This design comes from an exercise in tuning for small area, a short achievable clock period and few clock cycles per item on the open sky130 flow, not from production work. No functional check of the RTL was part of any run shown here. No activity file was given, so power comes from the tool's default toggle rates.

==> design.v <==
`default_nettype none
package pix_pkg;
  localparam int pix_w = 8;
  localparam int grad_w = 11;
  localparam int mag_max = 255;
  localparam int kern_mid = 2;
  typedef logic [pix_w-1:0] pix_t;
  typedef struct packed {
    pix_t r;
    pix_t g;
    pix_t b;
  } rgb_t;
  typedef logic [9*pix_w-1:0] win_t;
  typedef struct packed {
    rgb_t rgb;
    pix_t grey;
    logic edge_mode;
  } dec_t;
  typedef struct packed {
    win_t win;
    rgb_t rgb;
    logic edge_mode;
  } win_beat_t;
  typedef struct packed {
    pix_t edge_val;
    rgb_t rgb;
    logic edge_mode;
  } res_t;
endpackage
`default_nettype wire
`default_nettype none
package frame_pkg;
  localparam int frame_cols = 32;
  localparam int frame_rows = 16;
  localparam int col_w = (frame_cols > 1) ? $clog2(frame_cols) : 1;
  localparam int row_w = (frame_rows > 1) ? $clog2(frame_rows) : 1;
endpackage
`default_nettype wire
`default_nettype none
module edge_top (
  input  logic       clk,
  input  logic       rst_n,
  input  logic       edge_en,
  input  logic       in_valid,
  input  logic       in_sof,
  input  logic [7:0] in_r,
  input  logic [7:0] in_g,
  input  logic [7:0] in_b,
  output logic       in_ready,
  output logic       out_valid,
  output logic       out_sof,
  output logic [7:0] out_r,
  output logic [7:0] out_g,
  output logic [7:0] out_b,
  input  logic       out_ready
);
  localparam int cols = frame_pkg::frame_cols;
  localparam int rows = frame_pkg::frame_rows;
  localparam int npix = cols * rows;
  localparam int depth = 2 * cols + 1;
  localparam int lag = cols + 2;
  localparam int hd_last = npix + lag - 1;
  logic        ir_v;
  logic        ir_sof;
  logic        ir_edge;
  logic [23:0] ir_d;       
  logic        fmode;      
  logic [9:0]  hd;
  logic        f_zero, f_last, f_valid, f_sof, f_left, f_right;
  logic        f_top, f_ptop;
  localparam int ring = depth - 1;
  logic [7:0]        ch0;
  logic [8*ring-1:0] rg;
  logic [4:0]        rot;
  logic        cv;         
  logic        c_sof;
  logic        c_right;    
  logic        c_right_y;  
  logic [9:0]  pt;         
  logic [9:0]  d1, d2, d3;         
  logic signed [8:0]  v1, vp;      
  logic signed [10:0] gsum;        
  logic        g_v;
  logic        g_sof;
  logic signed [10:0] gx;
  logic signed [10:0] gy;
  logic        s_v;
  logic        s_sof;
  logic [5:0]  s_lo;       
  logic [4:0]  s_hi;       
  logic        s_big;      
  logic        skid_v;
  logic [24:0] skid_d;
  logic        in_ready_r;
  assign in_ready = in_ready_r;
  logic       in_mode;
  logic [8:0] rb_sum;
  assign in_mode = in_sof ? edge_en : fmode;
  assign rb_sum  = {1'b0, in_r} + {1'b0, in_b};
  logic adv;
  logic e_go;
  logic p_go;
  logic sh;
  logic al;
  logic p_v;
  logic out_en;
  logic busy;
  assign busy   = cv || g_v || s_v;
  assign adv    = !skid_v;
  assign al     = (rot == 5'd0) || f_zero;
  assign e_go   = adv && al && ir_v && ir_edge && (!hd[9] || f_last);
  assign p_go   = adv && ir_v && !ir_edge && f_zero && !busy;
  assign sh     = adv && al && (hd[9] || (ir_v && ir_edge));
  assign p_v    = (adv && s_v) || p_go;
  assign out_en = !out_valid || out_ready;
  logic ir_v_n;
  logic ir_edge_n;
  logic skid_v_n;
  logic out_v_n;
  logic tail_n;
  logic last_n;
  logic zero_n;
  logic busy_n;
  logic al_n;
  always_comb begin
    ir_v_n    = in_ready_r ? in_valid : ir_v;
    ir_edge_n = in_ready_r ? in_mode : ir_edge;
    if (out_en) begin
      out_v_n  = skid_v || p_v;
      skid_v_n = 1'b0;
    end else begin
      out_v_n  = 1'b1;
      skid_v_n = skid_v || p_v;
    end
    if (sh) begin
      tail_n = !f_last && (hd[9] || hd[8:0] == 9'h1ff);
      last_n = !f_last && (hd == 10'(hd_last - 1));
      zero_n = f_last && !e_go;
    end else begin
      tail_n = hd[9];
      last_n = f_last;
      zero_n = f_zero;
    end
    busy_n = adv ? ((sh && f_valid) || cv || g_v) : busy;
    al_n   = sh || (rot == 5'(cols - 1)) || zero_n;
  end
  always_ff @(posedge clk) begin
    if (!rst_n) begin
      ir_v       <= 1'b0;
      cv         <= 1'b0;
      g_v        <= 1'b0;
      s_v        <= 1'b0;
      out_valid  <= 1'b0;
      skid_v     <= 1'b0;
      in_ready_r <= 1'b1;
    end else begin
      ir_v       <= ir_v_n;
      if (adv) begin
        cv  <= sh && f_valid;
        g_v <= cv;
        s_v <= g_v;
      end
      out_valid  <= out_v_n;
      skid_v     <= skid_v_n;
      in_ready_r <= !ir_v_n || (!skid_v_n && (ir_edge_n ? (al_n && (!tail_n || last_n))
                                                        : (zero_n && !busy_n)));
    end
  end
  always_ff @(posedge clk) begin
    if (!rst_n) begin
      hd     <= '0;
      f_zero <= 1'b1;
      f_last <= 1'b0;
    end else if (sh) begin
      hd     <= f_last ? {9'd0, e_go} : hd + 10'd1;
      f_zero <= f_last && !e_go;
      f_last <= !f_last && (hd == 10'(hd_last - 1));
    end
  end
  always_ff @(posedge clk) begin
    if (!rst_n) begin
      f_valid <= 1'b0;
      f_sof   <= 1'b0;
      f_left  <= 1'b0;
      f_right <= 1'b0;
      f_top   <= 1'b0;
      f_ptop  <= 1'b0;
    end else if (sh) begin
      f_valid <= !f_last && (hd >= 10'(lag - 1));
      f_sof   <= !f_last && (hd == 10'(lag - 1));
      f_left  <= !f_last && (hd[4:0] == 5'((lag - 1) % cols));
      f_right <= f_last ? e_go : (hd[4:0] == 5'((lag - 2) % cols));
      f_top   <= f_ptop;
      f_ptop  <= !f_last && (hd >= 10'(lag - 3)) && (hd < 10'(lag - 3 + cols));
    end
  end
  always_ff @(posedge clk) begin
    if (in_ready_r) begin
      ir_sof  <= in_sof;
      ir_edge <= in_mode;
      ir_d    <= {in_mode ? rb_sum[8:1] : in_r, in_g, in_b};
      if (in_valid && in_sof) begin
        fmode <= edge_en;
      end
    end
  end
  logic [8:0] grey_sum;
  logic [7:0] bot;
  logic [7:0] top;
  logic [7:0] nmid;
  logic [7:0] ntop;
  logic [7:0] tz;
  logic [7:0] ntz;
  assign grey_sum = {1'b0, ir_d[23:16]} + {1'b0, ir_d[15:8]};
  assign bot  = ch0;
  assign top  = rg[8*(2*cols-1) +: 8];
  assign nmid = rg[8*(cols-2) +: 8];
  assign ntop = rg[8*(2*cols-2) +: 8];
  assign tz   = f_top ? 8'h00 : top;
  assign ntz  = f_ptop ? 8'h00 : ntop;
  always_ff @(posedge clk) begin
    rot <= sh ? 5'd0 : rot + 5'd1;
    rg  <= {rg[8*(2*cols-1)-1:8*cols], sh ? rg[8*(cols-1) +: 8] : rg[8*(2*cols-1) +: 8],
            rg[8*(cols-1)-1:0],        sh ? ch0 : rg[8*(cols-1) +: 8]};
    if (sh) begin
      ch0     <= (hd[9] && !f_last) ? 8'h00 : grey_sum[8:1];
      pt      <= {2'b00, ntz} + {1'b0, nmid, 1'b0};
      d1      <= pt + {2'b00, bot};
      d2      <= d1;
      d3      <= f_left ? 10'd0 : d2;
      v1      <= $signed({1'b0, bot}) - $signed({1'b0, tz});
      vp      <= f_right ? 9'sd0 : v1;
      gsum    <= 11'(vp) + (11'(v1) <<< 1);
      c_sof   <= f_sof;
      c_right <= f_right;
    end
  end
  always_ff @(posedge clk) begin
    if (!rst_n) begin
      c_right_y <= 1'b0;
    end else if (sh) begin
      c_right_y <= f_right;
    end
  end
  always_ff @(posedge clk) begin
    if (adv) begin
      g_sof <= c_sof;
      gx    <= $signed({1'b0, c_right ? 10'd0 : d1}) - $signed({1'b0, d3});
      gy    <= gsum + (c_right_y ? 11'sd0 : 11'(v1));
    end
  end
  logic [9:0] ax;
  logic [9:0] ay;
  assign ax = gx[9:0] ^ {10{gx[10]}};
  assign ay = gy[9:0] ^ {10{gy[10]}};
  always_ff @(posedge clk) begin
    if (adv) begin
      s_sof <= g_sof;
      s_lo  <= {2'b00, ax[3:0]} + {2'b00, ay[3:0]} + {5'd0, gx[10]} + {5'd0, gy[10]};
      s_hi  <= {1'b0, ax[7:4]} + {1'b0, ay[7:4]};
      s_big <= (ax[9:8] != 2'b00) || (ay[9:8] != 2'b00);
    end
  end
  logic [5:0]  m_top;
  logic [7:0]  m_val;
  logic [24:0] p_data;
  assign m_top  = {1'b0, s_hi} + {4'd0, s_lo[5:4]};
  assign m_val  = (s_big || m_top[5:4] != 2'b00) ? 8'hff : {m_top[3:0], s_lo[3:0]};
  assign p_data = s_v ? {s_sof, m_val, m_val, m_val} : {ir_sof, ir_d};
  always_ff @(posedge clk) begin
    if (out_en) begin
      {out_sof, out_r, out_g, out_b} <= skid_v ? skid_d : p_data;
    end
    if (!skid_v) begin
      skid_d <= p_data;
    end
  end
endmodule
`default_nettype wire
==> run.sh <==
#!/bin/bash
# synth_recipe.tcl (not shown) runs the flow's synth.tcl, then flattens the netlist and writes it again
# the make line also repeats each setting of config.mk as NAME=value (left out here)
make -C /OpenROAD-flow-scripts/flow DESIGN_CONFIG=/design/flow/config.mk WORK_HOME=/design/flow/orfs CLKGATE_MAP_FILE= SYNTH_SCRIPT=/design/flow/synth_recipe.tcl finish
==> config.mk <==
export PLATFORM = sky130hd
export DESIGN_NAME = edge_top
export DESIGN_NICKNAME = edge_top
export VERILOG_FILES = /design/flow/design.v
export SDC_FILE = /design/flow/constraint.sdc
export NUM_CORES = 4
export LEC_CHECK = 0
export ABC_AREA = 1
export CAP_MARGIN = 20
export CORE_MARGIN = 2
export CORE_UTILIZATION = 60
export CTS_CLUSTER_DIAMETER = 100
export CTS_CLUSTER_SIZE = 32
export SETUP_SLACK_MARGIN = 2.5
export SLEW_MARGIN = 20
==> constraint.sdc <==
create_clock -name core_clock -period 4.5 [get_ports {clk}]
set_input_delay 0.9000 -clock core_clock [delete_from_list [all_inputs] [get_ports {clk}]]
set_output_delay 0.9000 -clock core_clock [all_outputs]
set_load 0.01 [all_outputs]
==> results.txt, run 1 <==
Chip Height=195 um; CTS Buf Count=26; Core Region=0.0357 mm2; syn_area_per_cell=13.0 um2; All-Layer GR Usage=0.181; Die W=195 um; normalized max-slew margin=0.556; cell breakdown of the critical path=ha_2 -> inv_2 -> fa_2 -> nor2_4 -> nor2_1 -> nor2_1 -> nand2_2 -> buf_12 -> o21ai_4 -> nand2_1; Clock transition at path regs=120 ps; reg2reg path depth=10; layout cell share with drive strength beyond 1=0.130; Die ar.=0.0379 mm2; Worst Skew=16.6 ps; Ys Warns=1; sequential area share after synthesis=0.751; status=timing/DRC/antenna clean; unrepaired setup endpoints after global routing=yes; R2R setup slack=2350 ps; Slew Viols, Final=0; Post-Syn Nets=1810; final worst setup slack=2350 ps; vias in the first global route=10755; ANT nets after route=0; Largest delay share family, worst path=adder cells; Hold Violations, Final=0; pre-CTS setup slack=1550 ps; CTS max path bufs=3; post-DP HPWL=21400 um; drt first pass iters=5; WHS Endpoint=rg[468]$_DFF_P_; min Tclk post-route=2150 ps; Least-Margin Pin Slew=663 ps; placed cell area=0.0230 mm2; area delta synth->final=12.6%; Buffers on Ports=56; WP buf/inv=2; CP max FO=6; Via-to-Cell Ratio=4.87; VDD IR max=0.484 mV; remaining global-route overflow=0; Fillers=2552; initial core utilization=0.612; RR Startpoint=s_hi[0]$_DFFE_PN_; Min Hold Slack=320 ps; P_leak=10.3 nW; DR WL/cell=15.0 um; Netlist cell types=40; # setup viols final=0; reg2reg end=out_g[7]$_DFFE_PP_; First DRT Iteration DRCs=536; Critical Path Source Type=register; largest net degree at the start of global routing=49; Seq cells post-synth=735; WL final=34200 um; # hold bufs at CTS=0; Clk Latency, worst-skew pair=610 ps; number of diodes=0; worst path required time=4860 ps; Sum Neg Setup Slack=0 ps; synthesized cell area=0.0218 mm2; # IOs=57; pwr dens=470 mW/mm2; Remaining DRCs=0; fin area=0.0246 mm2; Worst Hold Depth=0; vias=11085; Worst Hold Class=register to register; Worst Path Arrival=2510 ps; WS Path Type=register to register; first-pass GRT wire length=55000 um; Max Fclk=0.464 GHz; num rows=69; nets@finish=1931; H-tree levels=1; Root Buffer=clkbuf_16; critical path endpoint category=register; fin crit share=0.478; critical path's slowest cell=edfxtp_1; CTS tree=yes; clock sinks=735; min-delay src=rg[460]$_DFF_P_; cell mode on critical path=nor2_1; initial antenna violation count=1; gpl congestion=0.829; Syn Inst Count=1682; maxcap violations=0; Largest stage delay, worst path=370 ps
[logic make-up after synthesis]
logic type / share of synthesized area
AO/OA/AOI/OAI: 0.0499
XOR/XNOR: 0.0293
adder cells (fa/ha/maj): 0.0600
buffers and inverters: 0.0323
flip-flops: 0.751
AND/OR/NAND/NOR: 0.0779
[worst max-delay path by stage]
stage | endpoint | slack [ps] | cells after the start | start
floorplan | ir_d[21]$_DFFE_PP_ | 2350 | 9 | in_r[1]
global placement | ir_d[21]$_DFFE_PP_ | 1570 | 10 | in_r[1]
detailed placement | ir_d[21]$_DFFE_PP_ | 1550 | 10 | in_r[1]
CTS | out_b[7]$_DFFE_PP_ | 2360 | 10 | s_hi[0]$_DFFE_PN_
global route | out_g[7]$_DFFE_PP_ | 2280 | 10 | s_hi[0]$_DFFE_PN_
finish | out_g[7]$_DFFE_PP_ | 2350 | 10 | s_hi[0]$_DFFE_PN_
[layer usage]
| layer | up-vias | track usage | routed length [um] |
|---|---|---|---|
| met1 | 5168 | 0.259 | 16700 |
| met4 | 0 | 0.0373 | 686 |
| li1 | 5723 | - | - |
| met5 | - | 0 | 0 |
| met2 | 152 | 0.296 | 15600 |
| met3 | 42 | 0.0297 | 1240 |
[layout by cell type, fill, tap and decap left out, types with 4 or more instances in the layout]
cell             Yosys  layout
a21oi_1             82      67
a21oi_2              0      14
a22oi_1             26      26
buf_2                8      25
buf_4                0      43
buf_6                3       7
clkbuf_1             8      12
clkbuf_16            0      28
clkdlybuf4s50_1      0      23
dfxtp_1            569     564
dfxtp_2              0       4
edfxtp_1           166     166
fa_2                 0       9
ha_1                87      72
ha_2                 0       8
ha_4                 0       7
inv_1              156     147
inv_2                3       9
nand2_1            232     206
nand2_2              2      26
nand3_1             32      30
nand4_1             19      19
nor2_1             101      96
nor2_4               1       5
nor3_1               9       9
o211ai_1             6       6
o21ai_0             37      24
o21ai_1             11      10
o21ai_2              0       6
o21ai_4              0       8
o21bai_1            11      11
xnor2_1             23      20
xor2_1              50      47
[through the flow]
step / cells / util / power (W)
finish: 2275 / 0.689 / 0.0115
global route: 2275 / 0.689 / 0.0121
CTS: 2256 / 0.676 / 0.0115
detailed placement: 2182 / 0.644 / 0.00855
global placement: 2182 / 0.644 / 0.00854
floorplan: 1682 / - / 0.00823
[timing repair]
item	4_1_cts	5_1_grt
resized for setup	176	85
buffers inserted	31	17
pin swaps	35	31
cloned	4	2
setup endpoints to repair	216	211
[Yosys cell counts]
cell,number,area [um2]
and3_1,1,6.26
nand4_1,19,119
a31oi_1,2,12.5
o21bai_1,11,82.6
o21a_1,3,22.5
clkbuf_1,8,30.0
a21o_1,3,22.5
xnor2_1,23,201
nand2_1,232,871
buf_1,1,3.75
nand3b_1,2,15.0
o31ai_1,1,7.51
nor2_4,1,11.3
nand3_1,32,160
a22oi_1,26,195
dfxtp_1,569,11400
buf_6,3,33.8
nor2_1,101,379
edfxtp_1,166,4980
nor3_1,9,45.0
a21boi_0,2,15.0
buf_2,8,40.0
nor3_2,1,10.0
fa_1,11,220
xor2_1,50,438
o221ai_1,1,8.76
nor3b_1,3,22.5
o31ai_2,1,12.5
o211ai_1,6,45.0
o21ai_0,37,185
nand3_4,1,17.5
inv_2,3,11.3
a211oi_1,2,15.0
o21ai_1,11,55.1
a21oi_1,82,410
inv_1,156,586
ha_1,87,1090
nand2_2,2,12.5
or2_2,3,18.8
nor2_2,2,12.5
[registers in the layout, indices dropped and copies added (netlist names), 6 cells and up]
| register | count |
|---|---|
| gsum | 11 |
| d2 | 10 |
| rg | 512 |
| d1 | 10 |
| gx | 11 |
| vp | 9 |
| d3 | 10 |
| out_r | 8 |
| v1 | 9 |
| ir_d | 24 |
| ch0 | 8 |
| skid_d | 25 |
| out_g | 8 |
| pt | 10 |
| s_lo | 6 |
| hd | 10 |
| out_b | 8 |
| gy | 11 |
[power breakdown]
| group | switching (W) | leakage, nW | total (W) | internal, W |
|---|---|---|---|---|
| registers | 0.000174 | 6.28 | 0.00737 | 0.00720 |
| clock network | 0.00179 | 0.346 | 0.00289 | 0.00110 |
| logic | 0.000691 | 3.68 | 0.00127 | 0.000582 |
| total | 0.00266 | 10.3 | 0.0115 | 0.00888 |
[layout make-up]
cell class,count,area (um2),share of cell area
Tap cell,461,577,0.0235
Multi-Input combinational cell,770,5270,0.215
Sequential cell,735,16400,0.667
Inverter,159,619,0.0252
Clock buffer,38,696,0.0283
Clock inverter,1,30.0,0.00122
Timing Repair Buffer,111,991,0.0403
==> inputs of run 2 (changes only) <==
--- a/config.mk
+++ b/config.mk
@@ -13,3 +13,3 @@
 export CTS_CLUSTER_SIZE = 32
-export SETUP_SLACK_MARGIN = 2.5
+export SETUP_SLACK_MARGIN = 2.3
 export SLEW_MARGIN = 20
==> run 2 against run 1 <==
Compared with the run above: still clean on timing, DRC and antenna; critical path depth down 1; via count up 1.4%; first-iteration DRC count increased by 3.7%; critical path type unchanged; largest power group unchanged; highest routed layer unchanged.
==> results.txt, run 2 <==
status=timing/DRC/antenna clean; most frequent cells in the layout=dfxtp_1 (566), nand2_1 (227), edfxtp_1 (166), inv_1 (154), nor2_1 (99); Comb power frac=0.100 (-0.010); Clk Latency, worst-skew pair=590 ps (-20 ps); Worst Skew=27.4 ps (+10.8 ps); placed cell area=0.0229 mm2 (-0.19%); count leader, synth=dfxtp_1; Synth Area in XOR/XNOR=0.0293 (unchanged); Ys Warns=1 (unchanged); ANT nets after route=0 (unchanged); R2R setup slack=2340 ps (about the same); Synth area leader=dfxtp_1; Root Buffer=clkbuf_16; critical path endpoint category=register; gpl congestion=0.867 (+4.6%); Netlist cell types=40 (unchanged); Synth Area in Adders=0.0600 (unchanged); VDD IR max=0.441 mV (-8.8%); All-Layer GR Usage=0.193 (+0.0118); CTS max path bufs=3 (unchanged); Synth top cells by count=dfxtp_1 (569), nand2_1 (232), edfxtp_1 (166); remaining global-route overflow=0 (unchanged); nets@finish=1901 (-1.6%); largest net degree at the start of global routing=54 (+10%); Slew Viols, Final=0 (unchanged); Max Fclk=0.462 GHz (-0.43%); Int Pwr=0.00884 W (-0.49%); total power=0.0115 W (-0.26%); drt first pass iters=5 (unchanged); area delta synth->final=9.95%; Post-synth ARST share=0 (unchanged); reg2reg path depth=9 (-1); fin area=0.0240 mm2 (-2.4%); maxcap violations=0 (unchanged); Buffers on Ports=56 (unchanged); Psw=0.00267 W (+0.52%); number of diodes=0 (unchanged); EDFF count, synth=166 (unchanged); Compound-Gate Fraction of Synth Area=0.0499 (unchanged); Reg with most FFs=rg; Fillers=2679 (+5.0%); normalized max-slew margin=0.408 (-0.148); First DRT Iteration DRCs=556 (+3.7%); # setup viols final=0 (unchanged); vias in the first global route=11222 (+4.3%); Die W=195 um (unchanged); top cells by area, synth=dfxtp_1 (52%), edfxtp_1 (23%), ha_1 (5.0%); fin crit share=0.481 (+0.00208); Die ar.=0.0379 mm2 (unchanged); main combinational cell family by area after synthesis=simple AND/OR/NAND/NOR gates; WL final=35800 um (+4.5%); commonest non-fill, non-tap cell in the layout=dfxtp_1; synthesized cell area=0.0218 mm2 (unchanged); Core Region=0.0357 mm2 (unchanged); share of the synthesized area in the top cell type=0.522 (unchanged); first-pass GRT wire length=57700 um (+4.9%); termination of the worst setup path=s_lo[5]$_DFFE_PN_; clock sinks=735 (unchanged); Worst Path Arrival=2540 ps (+30 ps); CTS tree=yes; unrepaired setup endpoints after global routing=yes; crit path from=gy[10]$_DFFE_PN_; initial antenna violation count=0 (-1); Sum Neg Setup Slack=0 ps (unchanged); Clock transition at path regs=120 ps (about the same); Hold Violations, Final=0 (unchanged); Seq cells post-synth=735 (unchanged); num rows=69 (unchanged); syn_area_per_cell=13.0 um2 (unchanged); Net Sw Frac=0.232 (+0.00179); DR WL/cell=15.9 um (+5.8%); Chip Height=195 um (unchanged); Post-Syn Nets=1810 (unchanged); post-synthesis mux area share=0 (unchanged); # IOs=57 (unchanged); register share of total power=0.640 (about the same); top_reg_cell synth=dfxtp_1; Remaining DRCs=0 (unchanged); reg2reg end=s_lo[5]$_DFFE_PN_; Via-to-Cell Ratio=5.00 (+2.7%); CTS Buf Count=27 (+3.8%); worst path required time=4880 ps (+20 ps); post-DP HPWL=23700 um (+11%); P_leak=10.1 nW (-2.0%); WS Path Type=register to register; max reg flops=512 (unchanged); Worst Hold Class=register to register; Synth Area in Simple Gates=0.0779 (unchanged); RR Startpoint=gy[10]$_DFFE_PN_; Critical Path Source Type=register; Min Hold Slack=305 ps (-15.8 ps); vias=11244 (+1.4%); initial core utilization=0.612 (unchanged); biggest regs=rg (512), skid_d (25), ir_d (24); clock power share=0.260 (+0.009); pwr dens=480 mW/mm2 (+2.2%); H-tree levels=1 (unchanged); Syn Inst Count=1682 (unchanged); sequential area share after synthesis=0.751 (unchanged); CP max FO=7 (+1); Least-Margin Pin Slew=886 ps (+223 ps); layout cell share with drive strength beyond 1=0.0638 (-0.0657); min Tclk post-route=2160 ps (+9.36 ps)
run 2: cell counts after synthesis:
No cell type changed its count.
run 2: what timing repair did:
action / CTS / global route
gates resized for setup: 81 / 40
endpoints found under the setup margin: 166 / 103
setup buffers: 9 / 9
hold buffers: 0 / 0
cloned: 2 / 1
pin swaps: 8 / 15
run 2: cells by family (layout without fill, tap and decap cells):
kind of cell	count (synthesis)	after routing
XOR/XNOR	73	73
flip-flops	735	735
AO/OA/AOI/OAI	188	188
adder cells (fa/ha/maj)	98	98
AND/OR/NAND/NOR	409	412
buffers and inverters	179	280
run 2: through the flow:
stage / setup WS [ps] / instances / util
after floorplan: 2300 / 1682 / -
after global placement: 1650 / 2184 / 0.643
after detailed placement: 1590 / 2184 / 0.643
after CTS: 2240 / 2237 / 0.669
after global routing: 2250 / 2247 / 0.673
final: 2340 / 2247 / 0.673
run 2: layer usage:
| layer | global-route usage | part of all wire |
|---|---|---|
| met2 | 0.317 | 0.45 |
| met3 | 0.0344 | 0.047 |
| met5 | 0 | 0 |
| met1 | 0.263 | 0.47 |
| met4 | 0.0624 | 0.032 |
run 2: worst min-delay path by stage:
| stage | startpoint | endpoint | slack [ps] | depth (start not counted) |
|---|---|---|---|---|
| 6_report | rg[112]$_DFF_P_ | rg[120]$_DFF_P_ | 300 | 0 |
| 3_5_place_dp | rg[213]$_DFF_P_ | rg[221]$_DFF_P_ | 310 | 0 |
| 4_1_cts | rg[112]$_DFF_P_ | rg[120]$_DFF_P_ | 310 | 0 |
| 2_1_floorplan | rg[92]$_DFF_P_ | rg[100]$_DFF_P_ | 310 | 0 |
| 5_1_grt | rg[112]$_DFF_P_ | rg[120]$_DFF_P_ | 300 | 0 |
| 3_3_place_gp | rg[58]$_DFF_P_ | rg[66]$_DFF_P_ | 310 | 0 |
run 2: layout make-up:
| cell class | instances | area [um2] | share of cell area |
|---|---|---|---|
| inverters | 159 | 623 | 0.0260 |
| clock inverters | 3 | 58.8 | 0.00245 |
| repair buffers | 79 | 714 | 0.0298 |
| multi-input cells | 771 | 4910 | 0.205 |
| well taps | 461 | 577 | 0.0240 |
| clock buffers | 39 | 721 | 0.0300 |
| flip-flops and latches | 735 | 16400 | 0.683 |
run 2: power by group through the flow:
stage | Clock (W) | Combinational [W] | Sequential (W)
2_1_floorplan | 0 | 0.000745 | 0.00746
3_3_place_gp | 0 | 0.00102 | 0.00752
3_5_place_dp | 0 | 0.00104 | 0.00752
4_1_cts | 0.00309 | 0.00111 | 0.00737
5_1_grt | 0.00331 | 0.00130 | 0.00741
6_report | 0.00299 | 0.00115 | 0.00737
run 2: critical path: stages (launching register included):
cell      delay, ps
edfxtp_1        400
buf_6           160
xor2_2          180
ha_1            330
ha_1            280
nand2_1          60
nor2_1           40
a211oi_2        240
nor2_1           80
o21a_1          170
==> inputs of run 3 (changes only) <==
--- a/config.mk
+++ b/config.mk
@@ -10,6 +10,6 @@
 export CORE_MARGIN = 2
-export CORE_UTILIZATION = 60
+export CORE_UTILIZATION = 65
 export CTS_CLUSTER_DIAMETER = 100
 export CTS_CLUSTER_SIZE = 32
-export SETUP_SLACK_MARGIN = 2.3
+export SETUP_SLACK_MARGIN = 2.4
 export SLEW_MARGIN = 20
==> run 3 against run 2 <==
Compared with the run above: still clean; design area up 0.27%; sequential share of layout area is 0.17 points lower; cell count decreased by 0.45%; clock power is 3% lower; global-route usage grew 1.1 points; register-to-register slack improved by 30 ps; flip-flop and latch count stayed put; die area shrank 7.5%; via count fell by 0.74%; setup slack better by 30 ps; largest cell class unchanged.
==> results.txt, run 3 <==
status=timing/DRC/antenna clean; Synth top cells by count=dfxtp_1 (569), nand2_1 (232), edfxtp_1 (166); top_reg_cell synth=dfxtp_1; Root Buffer=clkbuf_16; CP max FO=3 (-4); largest net degree at the start of global routing=52 (-3.7%); combined area of the multi-input logic cells=0.00508 mm2 (+3.4%); First DRT Iteration DRCs=618 (+11%); normalized max-slew margin=0.407 (-0.00118); top cells by area, synth=dfxtp_1 (52%), edfxtp_1 (23%), ha_1 (5.0%); Int Pwr=0.00880 W (-0.42%); Syn Inst Count=1682 (unchanged); Netlist cell types=40 (unchanged); commonest non-fill, non-tap cell in the layout=dfxtp_1; Sum Neg Setup Slack=0 ps (unchanged); layout cell share with drive strength beyond 1=0.0945 (+0.0306); register area=0.0164 mm2 (about the same); Finished Core Util=0.723 (+0.0499); number of diodes=0 (unchanged); # hold bufs at CTS=0 (unchanged); critical path endpoint category=register; min-delay src=rg[407]$_DFF_P_; final worst setup slack=2370 ps (+29.8 ps); fin crit share=0.474 (-0.00663); drt first pass iters=7 (+2); pwr dens=476 mW/mm2 (-0.79%); Min Hold Slack=326 ps (+21.0 ps); Hold Violations, Final=0 (unchanged); Net Sw Frac=0.231 (-0.000780); Worst Path Arrival=2500 ps (-40 ps); Synth area leader=dfxtp_1; VDD IR max=0.512 mV (+16%); CTS tree=yes; num rows=67 (-2.9%); count leader, synth=dfxtp_1; WHS Endpoint=rg[415]$_DFF_P_; maxcap violations=0 (unchanged); Least-Margin Pin Slew=889 ps (+2.97 ps); Die ar.=0.0350 mm2 (-7.5%); Met1 Wirelength=16100 um (-3.5%); Post-synth ARST share=0 (unchanged); non-filler cells in the finished layout=2237 (-0.45%); CTS Buf Count=26 (-3.7%); syn_area_per_cell=13.0 um2 (unchanged); clock power share=0.254 (-0.006); Ys Warns=1 (unchanged); Worst Skew=23.6 ps (-3.82 ps); EDFF count, synth=166 (unchanged); vias=11161 (-0.74%); All-Layer GR Usage=0.204 (+0.0109); register share of total power=0.644 (+0.004); Psw=0.00265 W (-0.86%); worst path required time=4870 ps (about the same); H-tree levels=1 (unchanged); sequential area share after synthesis=0.751 (unchanged); CTS max path bufs=3 (unchanged); clock sinks=735 (unchanged); WS Path Type=register to register; Remaining DRCs=0 (unchanged); Reg with most FFs=rg; Worst Hold Class=register to register; Clk Latency, worst-skew pair=610 ps (+20 ps); R2R setup slack=2370 ps (+30 ps); post-DP HPWL=22600 um (-4.6%); nets@finish=1908 (+0.37%); P_leak=10.1 nW (+0.26%); first-pass GRT wire length=56800 um (-1.4%); Fillers=2232 (-17%); unrepaired setup endpoints after global routing=yes; area delta synth->final=10.2%; RR Startpoint=c_right$_DFFE_PN_; Comb power frac=0.102 (+0.002); vias in the first global route=11022 (-1.8%); Max Fclk=0.469 GHz (+1.4%); placed insts=2172 (-0.55%); Via-to-Cell Ratio=4.99 (-0.29%); metal3 WL=1250 um (-26%); Worst Hold Depth=0 (unchanged); min Tclk post-route=2130 ps (-29.8 ps); Slew Viols, Final=0 (unchanged); initial antenna violation count=1 (+1); pre-CTS setup slack=1530 ps (-54.2 ps); share of the synthesized area in the top cell type=0.522 (unchanged); gpl congestion=0.833 (-4.0%); Post-Syn Nets=1810 (unchanged); Critical Path Source Type=register; Die W=187 um (-3.8%); initial core utilization=0.656 (+0.0437); Top Metal Used=met4; reg2reg end=gx[8]$_DFFE_PN_; # setup viols final=0 (unchanged); reg2reg path depth=10 (+1); Buffers on Ports=56 (unchanged); biggest regs=rg (512), skid_d (25), ir_d (24); Seq cells post-synth=735 (unchanged); DR WL/cell=15.9 um (+0.17%); Clock transition at path regs=120 ps (about the same); Core Region=0.0333 mm2 (-6.7%); WL met2=17400 um (+7.1%); remaining global-route overflow=0 (unchanged); Chip Height=187 um (-3.8%); synthesized cell area=0.0218 mm2 (unchanged); max reg flops=512 (unchanged); # IOs=57 (unchanged); most frequent cells in the layout=dfxtp_1 (564), nand2_1 (215), edfxtp_1 (166), inv_1 (152), nor2_1 (94); WL final=35700 um (-0.28%); ANT nets after route=0 (unchanged)
[run 3: cell counts after synthesis]
Identical to the previous run, type by type.
[run 3: worst max path at each step]
stage / from / end / slack [ps] / depth (start not counted)
floorplan: in_r[1] / ir_d[21]$_DFFE_PP_ / 2350 / 9
global placement: in_r[1] / ir_d[21]$_DFFE_PP_ / 1560 / 10
detailed placement: in_r[1] / ir_d[21]$_DFFE_PP_ / 1530 / 10
CTS: in_ready_r$_SDFF_PN1_ / in_ready / 2310 / 1
global route: c_right$_DFFE_PN_ / gx[8]$_DFFE_PN_ / 2290 / 10
finish: c_right$_DFFE_PN_ / gx[8]$_DFFE_PN_ / 2370 / 10
[run 3: power groups by stage]
| stage | logic (W) | registers, W | clock network, W |
|---|---|---|---|
| 2_1_floorplan | 0.000763 | 0.00746 | 0 |
| 3_3_place_gp | 0.00101 | 0.00751 | 0 |
| 3_5_place_dp | 0.00104 | 0.00752 | 0 |
| 4_1_cts | 0.00110 | 0.00738 | 0.00297 |
| 5_1_grt | 0.00132 | 0.00742 | 0.00317 |
| 6_report | 0.00117 | 0.00738 | 0.00290 |
[run 3: cell type report]
cell class	instances	share of cell area
Sequential cell	735	0.681
Multi-Input combinational cell	768	0.211
Timing Repair Buffer	90	0.0290
Clock buffer	36	0.0286
Inverter	159	0.0254
Tap cell	448	0.0233
Clock inverter	1	0.00125
[run 3: repair_timing]
item	CTS	global route
endpoints found under the setup margin	85	120
buffers inserted	13	15
pin swaps	14	26
gates resized for setup	141	59
[run 3: through the flow]
stage	total power [W]	instance area, um2
after floorplan	0.00822	21900
after global placement	0.00852	22900
after detailed placement	0.00856	22900
after CTS	0.0115	23700
after global routing	0.0119	24100
final	0.0114	24100
[run 3: critical path, stage by stage, from the launching register on]
cell      delay, ps
edfxtp_1        460
inv_2           120
nand2_4          70
ha_4            180
fa_2            400
nand3b_1        190
nand3_2         120
a21oi_4          70
nor2_2          130
nor2_2           50
xnor2_1         120
[run 3: per-layer routing]
metal | vias to the layer above | global-route usage
met5 | - | 0
met4 | 0 | 0.0510
met3 | 45 | 0.0236
met2 | 179 | 0.349
met1 | 5269 | 0.281
li1 | 5668 | -
[run 3: logic make-up after synthesis]
family	Yosys count	synth area share
adder cells (fa/ha/maj)	98	0.0600
AO/OA/AOI/OAI	188	0.0499
buffers and inverters	179	0.0323
AND/OR/NAND/NOR	409	0.0779
flip-flops	735	0.751
XOR/XNOR	73	0.0293
==> inputs of run 4 (changes only) <==
--- a/config.mk
+++ b/config.mk
@@ -10,5 +10,5 @@
 export CORE_MARGIN = 2
-export CORE_UTILIZATION = 65
+export CORE_UTILIZATION = 60
 export CTS_CLUSTER_DIAMETER = 100
-export CTS_CLUSTER_SIZE = 32
+export CTS_CLUSTER_SIZE = 30
 export SETUP_SLACK_MARGIN = 2.4
==> run 4 against run 3 <==
Compared with the run above: clock power up 4%; register-to-register slack better by 20 ps; wire length down 4.4%; design area up 0.42%; highest routed layer unchanged; die area up 8.2%; maximum frequency up 0.99%; core utilization down 4.5 points; area after synthesis unchanged; clock skew down 5.0 ps; hold slack worse by 7.2 ps; synthesized cell count unchanged; clock-buffer cell count up 5.
==> results.txt, run 4 <==
commonest non-fill, non-tap cell in the layout=dfxtp_1; Worst Hold Class=register to register; crit path from=s_hi[0]$_DFFE_PN_; critical path's slowest cell=fa_2; cell mode on critical path=nor2_2; pwr dens=479 mW/mm2 (+0.66%); Via-to-Cell Ratio=4.87 (-2.4%); First DRT Iteration DRCs=509 (-18%); top_reg_cell synth=dfxtp_1; max reg flops=512 (unchanged); Comb power frac=0.102 (about the same); fin crit share=0.469 (-0.00466); remaining global-route overflow=0 (unchanged); DR WL/cell=15.1 um (-5.1%); Syn Inst Count=1682 (unchanged); Chip Height=195 um (+4.0%); Core Region=0.0357 mm2 (+7.1%); cell breakdown of the critical path=ha_2 -> inv_2 -> fa_2 -> nor2_4 -> nor2_2 -> nor2_2 -> nand2_4 -> buf_12 -> o21ai_4 -> nand2_2; # setup viols final=0 (unchanged); sequential area share after synthesis=0.751 (unchanged); Psw=0.00264 W (-0.46%); CTS max path bufs=3 (unchanged); status=timing/DRC/antenna clean; All-Layer GR Usage=0.184 (-0.0205); Reg with most FFs=rg; WL final=34100 um (-4.4%); post-DP HPWL=22400 um (-0.83%); Max Fclk=0.474 GHz (+0.99%); Least-Margin Pin Slew=941 ps (+52.0 ps); Remaining DRCs=0 (unchanged); Netlist cell types=40 (unchanged); vias in the first global route=11002 (-0.18%); Buffers on Ports=56 (unchanged); CP max FO=4 (+1); Post-synth ARST share=0 (unchanged); clock power share=0.260 (+0.006); H-tree levels=1 (unchanged); Synth top cells by count=dfxtp_1 (569), nand2_1 (232), edfxtp_1 (166); Worst Skew=18.6 ps (-4.96 ps); RR Startpoint=s_hi[0]$_DFFE_PN_; maxcap violations=0 (unchanged); CTS Buf Count=28 (+7.7%); Critical Path Source Type=register; P_leak=10.2 nW (+0.37%); number of diodes=0 (unchanged); Largest stage delay, worst path=370 ps (-90 ps); top cells by area, synth=dfxtp_1 (52%), edfxtp_1 (23%), ha_1 (5.0%); Sum Neg Setup Slack=0 ps (unchanged); # IOs=57 (unchanged); initial core utilization=0.612 (-0.0437); EDFF count, synth=166 (unchanged); count leader, synth=dfxtp_1; biggest regs=rg (512), skid_d (25), ir_d (24); Clock transition at path regs=110 ps (about the same); layout cell share with drive strength beyond 1=0.0972 (+0.00269); normalized max-slew margin=0.372 (-0.0347); Die ar.=0.0379 mm2 (+8.2%); num rows=69 (+3.0%); Die W=195 um (+4.0%); area delta synth->final=10.7%; Worst Path Arrival=2450 ps (-50 ps); syn_area_per_cell=13.0 um2 (unchanged); CTS tree=yes; share of the synthesized area in the top cell type=0.522 (unchanged); initial antenna violation count=0 (-1); Slew Viols, Final=0 (unchanged); Ys Warns=1 (unchanged); worst path required time=4840 ps (-30 ps); # hold bufs at CTS=0 (unchanged); largest net degree at the start of global routing=45 (-13%); Root Buffer=clkbuf_16; min-delay src=rg[274]$_DFF_P_; register share of total power=0.638 (-0.006); WS Path Type=register to register; vias=10971 (-1.7%); drt first pass iters=5 (-2); critical path endpoint category=register; unrepaired setup endpoints after global routing=yes; Net Sw Frac=0.228 (-0.00351); synthesized cell area=0.0218 mm2 (unchanged); VDD IR max=0.426 mV (-17%); Synth area leader=dfxtp_1; ANT nets after route=0 (unchanged); gpl congestion=0.844 (+1.4%); Int Pwr=0.00894 W (+1.5%); first-pass GRT wire length=55900 um (-1.6%); clock sinks=735 (unchanged); most frequent cells in the layout=dfxtp_1 (565), nand2_1 (212), edfxtp_1 (166), inv_1 (150), nor2_1 (98); min Tclk post-route=2110 ps (-21.0 ps); Seq cells post-synth=735 (unchanged); total power=0.0116 W (+1.1%); Post-Syn Nets=1810 (unchanged); Hold Violations, Final=0 (unchanged); Clk Latency, worst-skew pair=590 ps (-20 ps); nets@finish=1907 (-0.052%)
==> run 4: metrics by stage <==
step	instance area [um2]	setup slack, ps	util	hold slack, ps	cells
floorplan	21900	2350	-	310	1682
global placement	23000	1560	0.644	310	2187
detailed placement	23000	1560	0.644	312	2187
CTS	23900	2330	0.671	320	2246
global route	24200	2300	0.677	318	2252
finish	24200	2390	0.677	318	2252
==> run 4: final timing paths <==
path / slack (ps) / cells past startpoint / end
setup / recovery: 2390 / 10 / out_r[7]$_DFFE_PP_
hold / removal: 320 / 0 / rg[282]$_DFF_P_
setup reg to reg: 2390 / 10 / out_r[7]$_DFFE_PP_
hold reg to reg: 320 / 0 / rg[282]$_DFF_P_
==> run 4: metal layers <==
layer,part of all wire,up-vias,global-route usage
met5,0,-,0
met4,0.017,0,0.0430
met3,0.030,41,0.0227
met2,0.46,114,0.308
met1,0.49,5147,0.258
li1,-,5669,-
==> run 4: worst max-delay path: cells and delay by family, from the launching register on <==
family / cells / cell delay (ps)
DFF: 1 / 350
buffers and inverters: 2 / 200
and+or+nand+nor: 5 / 510
adders and majority gates: 2 / 550
AOI/OAI and AO/OA: 1 / 250
==> run 4: what timing repair did <==
item	4_1_cts	5_1_grt
buffers inserted	17	6
gates resized for setup	144	62
pin swaps	11	18
endpoints found under the setup margin	81	90
==> run 4: area by class of cell <==
| class | count | area (um2) |
|---|---|---|
| timing repair buffer | 87 | 709 |
| multi-input combinational | 768 | 5080 |
| tap | 461 | 577 |
| inverter | 159 | 612 |
| fill | 2562 | 11500 |
| clock inverter | 1 | 16.3 |
| sequential | 735 | 16400 |
| clock buffer | 41 | 771 |
==> run 4: power groups by stage <==
stage	clock [W]	sequential [W]	combinational, W
after floorplan	0	0.00746	0.000763
after global placement	0	0.00751	0.00102
after detailed placement	0	0.00752	0.00105
after CTS	0.00312	0.00738	0.00113
after global routing	0.00333	0.00742	0.00135
final	0.00301	0.00738	0.00118
==> run 4: cells by family after synthesis <==
kind of cell,count (synthesis),share of synthesized area
buffers and inverters,179,0.0323
XOR/XNOR,73,0.0293
AO/OA/AOI/OAI,188,0.0499
AND/OR/NAND/NOR,409,0.0779
adder cells (fa/ha/maj),98,0.0600
flip-flops,735,0.751
==> inputs of run 5 (changes only) <==
--- a/design.v
+++ b/design.v
@@ -69,2 +69,5 @@
   logic        f_zero, f_last, f_valid, f_sof, f_left, f_right;
+  assign f_sof   = (hd == 10'(lag));
+  assign f_left  = (hd[4:0] == 5'(lag % cols));
+  assign f_right = (hd[4:0] == 5'((lag - 1) % cols));
   logic        f_top, f_ptop;
@@ -73,3 +76,3 @@
   logic [8*ring-1:0] rg;
-  logic [4:0]        rot;
+  logic [5:0]        rot;
   logic        cv;         
@@ -109,3 +112,3 @@
   assign adv    = !skid_v;
-  assign al     = (rot == 5'd0) || f_zero;
+  assign al     = (rot == 6'd0) || f_zero;
   assign e_go   = adv && al && ir_v && ir_edge && (!hd[9] || f_last);
@@ -144,3 +147,3 @@
     busy_n = adv ? ((sh && f_valid) || cv || g_v) : busy;
-    al_n   = sh || (rot == 5'(cols - 1)) || zero_n;
+    al_n   = sh || (rot == 6'(ring - 1)) || zero_n;
   end
@@ -182,5 +185,2 @@
       f_valid <= 1'b0;
-      f_sof   <= 1'b0;
-      f_left  <= 1'b0;
-      f_right <= 1'b0;
       f_top   <= 1'b0;
@@ -189,5 +189,2 @@
       f_valid <= !f_last && (hd >= 10'(lag - 1));
-      f_sof   <= !f_last && (hd == 10'(lag - 1));
-      f_left  <= !f_last && (hd[4:0] == 5'((lag - 1) % cols));
-      f_right <= f_last ? e_go : (hd[4:0] == 5'((lag - 2) % cols));
       f_top   <= f_ptop;
@@ -221,5 +218,4 @@
   always_ff @(posedge clk) begin
-    rot <= sh ? 5'd0 : rot + 5'd1;
-    rg  <= {rg[8*(2*cols-1)-1:8*cols], sh ? rg[8*(cols-1) +: 8] : rg[8*(2*cols-1) +: 8],
-            rg[8*(cols-1)-1:0],        sh ? ch0 : rg[8*(cols-1) +: 8]};
+    rot <= sh ? 6'd0 : rot + 6'd1;
+    rg  <= {rg[8*(ring-1)-1:0], sh ? ch0 : rg[8*(ring-1) +: 8]};
     if (sh) begin
--- a/config.mk
+++ b/config.mk
@@ -11,4 +11,4 @@
 export CORE_UTILIZATION = 60
-export CTS_CLUSTER_DIAMETER = 100
-export CTS_CLUSTER_SIZE = 30
+export CTS_CLUSTER_DIAMETER = 90
+export CTS_CLUSTER_SIZE = 28
 export SETUP_SLACK_MARGIN = 2.4
==> run 5 against run 4 <==
Compared with the run above: largest cell class unchanged; power rose by 1.2%; sequential power fell by 0.5%; highest routed layer unchanged; non-clock buffer count rose by 4.
==> results.txt, run 5 <==
Root Buffer=clkbuf_16; total power=0.0117 W (+1.2%); initial antenna violation count=0 (unchanged); Synth area leader=dfxtp_1; post-DP HPWL=21800 um (-2.9%); worst path required time=4870 ps (+30 ps); VDD IR max=0.481 mV (+13%); number of diodes=0 (unchanged); top cells by area, synth=dfxtp_1 (52%), edfxtp_1 (23%), ha_1 (5.0%); Critical Path Source Type=register; Max Fclk=0.470 GHz (-0.85%); CTS Buf Count=30 (+7.1%); ANT nets after route=0 (unchanged); placed insts=2183 (-0.18%); normalized max-slew margin=0.442 (+0.0700); register area=0.0163 mm2 (-0.25%); status=timing/DRC/antenna clean; Clock transition at path regs=100 ps (about the same); clock power share=0.264 (+0.004); sequential area share after synthesis=0.751 (about the same); initial core utilization=0.610 (-0.00154); # setup viols final=0 (unchanged); pwr dens=486 mW/mm2 (+1.4%); synthesized cell area=0.0218 mm2 (-0.25%); top_reg_cell synth=dfxtp_1; gpl congestion=0.838 (-0.72%); min Tclk post-route=2130 ps (+18.1 ps); vias=10950 (-0.19%); Post-synth ARST share=0 (unchanged); All-Layer GR Usage=0.176 (-0.00744); Clk Latency, worst-skew pair=630 ps (+40 ps); Ys Warns=1 (unchanged); Post-Syn Nets=1802 (-0.44%); critical path endpoint category=register; WS Path Type=register to register; most frequent cells in the layout=dfxtp_1 (562), nand2_1 (220), inv_1 (178), edfxtp_1 (166); area delta synth->final=10.8% (about the same); Synth top cells by count=dfxtp_1 (567), nand2_1 (228), inv_1 (181); Netlist cell types=48 (+20%); Least-Margin Pin Slew=836 ps (-105 ps); Int Pwr=0.00899 W (+0.67%); syn_area_per_cell=13.0 um2 (+0.22%); CP max FO=7 (+3); Die ar.=0.0378 mm2 (-0.25%); largest net degree at the start of global routing=42 (-6.7%); Core Region=0.0357 mm2 (unchanged); unrepaired setup endpoints after global routing=yes; count leader, synth=dfxtp_1; non-filler cells in the finished layout=2256 (+0.18%); placed cell area=0.0229 mm2 (-0.31%); drt first pass iters=23 (+18); vias in the first global route=10608 (-3.6%); Worst Path Arrival=2500 ps (+50 ps); Die W=194 um (-0.13%); Worst Skew=35.3 ps (+16.7 ps); nets@finish=1911 (+0.21%); fin area=0.0241 mm2 (-0.19%); first-pass GRT wire length=53600 um (-4.2%); Slew Viols, Final=0 (unchanged); EDFF count, synth=166 (unchanged); Hold Violations, Final=0 (unchanged); Fillers=2599 (+1.4%); clock sinks=733 (-0.27%); Net Sw Frac=0.232 (+0.00442); Sum Neg Setup Slack=0 ps (unchanged); layout cell share with drive strength beyond 1=0.0947 (-0.00244); Chip Height=194 um (-0.13%); Psw=0.00272 W (+3.2%); maxcap violations=0 (unchanged); Remaining DRCs=0 (unchanged); Worst Hold Class=register to register; H-tree levels=1 (unchanged); Via-to-Cell Ratio=4.85 (-0.37%); CTS max path bufs=3 (unchanged); # IOs=57 (unchanged); max reg flops=512 (unchanged); P_leak=10.2 nW (+0.18%); Syn Inst Count=1674 (-0.48%); CTS tree=yes; biggest regs=rg (512), skid_d (25), ir_d (24); Seq cells post-synth=733 (-0.27%); register share of total power=0.627 (-0.011); num rows=69 (unchanged); # hold bufs at CTS=0 (unchanged); combined area of the multi-input logic cells=0.00492 mm2 (-3.3%); Reg with most FFs=rg; commonest non-fill, non-tap cell in the layout=dfxtp_1; Buffers on Ports=56 (unchanged); WL final=32800 um (-3.8%); fin crit share=0.473 (+0.00402); share of the synthesized area in the top cell type=0.522 (about the same); First DRT Iteration DRCs=453 (-11%); remaining global-route overflow=0 (unchanged); Comb power frac=0.109 (+0.007); DR WL/cell=14.5 um (-4.0%)
## run 5: cell types whose count changed in the layout (fill, tap and decap cells not counted), moves of 4 or more
cell / before / now
a21oi_1: 76 / 67
buf_4: 24 / 30
inv_1: 150 / 178
nand2_1: 212 / 220
nand2_2: 21 / 9
nor2_1: 98 / 78
o21ai_2: 3 / 7
o21bai_1: 11 / 5
xor2_1: 48 / 53
## run 5: logic make-up (layout without fill, tap and decap cells)
| family | Yosys count | in the layout | share of synthesized area |
|---|---|---|---|
| adder cells (fa/ha/maj) | 98 | 98 | 0.0601 |
| XOR/XNOR | 73 | 73 | 0.0294 |
| AND/OR/NAND/NOR | 392 | 393 | 0.0762 |
| flip-flops | 733 | 733 | 0.751 |
| buffers and inverters | 199 | 319 | 0.0356 |
| AO/OA/AOI/OAI | 179 | 179 | 0.0481 |
## run 5: final cells by class
cell class / instances / share of cell area
Timing Repair Buffer: 91 / 0.0297
Multi-Input combinational cell: 743 / 0.204
Inverter: 184 / 0.0293
Clock buffer: 41 / 0.0329
Tap cell: 461 / 0.0239
Sequential cell: 733 / 0.678
Clock inverter: 3 / 0.00228
## run 5: what timing repair did
action,CTS,global route
pin swaps,13,25
gates resized for setup,142,48
buffers inserted,12,16
endpoints found under the setup margin,157,105
gates cloned,1,0
## run 5: worst paths after layout
check,depth (start not counted),from,slack [ps],endpoint
min,0,rg[481]$_DFF_P_,320,rg[489]$_DFF_P_
min reg2reg,0,rg[481]$_DFF_P_,320,rg[489]$_DFF_P_
max reg2reg,7,gy[10]$_DFFE_PN_,2370,s_lo[4]$_DFFE_PN_
max,7,gy[10]$_DFFE_PN_,2370,s_lo[4]$_DFFE_PN_
## run 5: metal layers
metal	up-vias	global-route usage	share of wire
met5	-	0	0
met4	0	0.0479	0.024
met3	55	0.0271	0.033
met2	141	0.289	0.46
met1	5096	0.247	0.48
li1	5658	-	-
## run 5: per-stage QoR
step	hold slack [ps]	utilization	setup WS, ps
6_report	323	0.676	2370
5_1_grt	333	0.676	2270
4_1_cts	322	0.668	2360
3_5_place_dp	312	0.642	1670
3_3_place_gp	309	0.642	1700
2_1_floorplan	310	-	2340
## run 5: power groups by stage
stage	clock, W	combinational (W)	sequential [W]
detailed placement	0	0.00115	0.00749
global placement	0	0.00113	0.00748
floorplan	0	0.000856	0.00744
global route	0.00342	0.00146	0.00738
finish	0.00310	0.00128	0.00734
CTS	0.00320	0.00122	0.00735
## run 5: critical path: stages (launching register included)
cell,delay (ps)
edfxtp_1,550
buf_6,200
xor2_1,140
ha_1,280
ha_1,330
nand2_1,70
o21a_1,190
xor2_1,130

-- what the ideal ports hide --
The flow's constraints put no driver on any port. The routed layouts listed below were extracted and timed again, unchanged, in two steps. Step 1 assumes that a clkbuf_16 drives the clock port and a buf_2 every other input. Step 2 also shifts input and output timing later by t, the mid clock arrival at the registers, as if the neighbouring blocks saw the same clock. Slacks: ideal / step 1 / step 2; pairs: ideal / step 1.
run | t (ns) | setup slack, ns | hold slack, ns | worst setup path after step 2 | cell pins on the clock port's net
run 1 | 0.653 | 2.347 / 2.347 / 1.913 | 0.320 / 0.320 / 0.320 | input to register | 1
run 2 | 0.639 | 2.338 / 2.293 / 1.795 | 0.305 / 0.305 / 0.305 | input to register | 1
run 3 | 0.646 | 2.367 / 2.367 / 1.874 | 0.326 / 0.326 / 0.326 | input to register | 1
run 4 | 0.635 | 2.388 / 2.344 / 1.853 | 0.318 / 0.318 / 0.318 | input to register | 1
run 5 | 0.666 | 2.370 / 2.366 / 1.858 | 0.323 / 0.323 / 0.323 | input to register | 1
After both steps setup and hold are still met in every run listed. The setup slack of run 2, which loses most, moves by -0.045 ns with the drivers and by -0.543 ns with both steps.
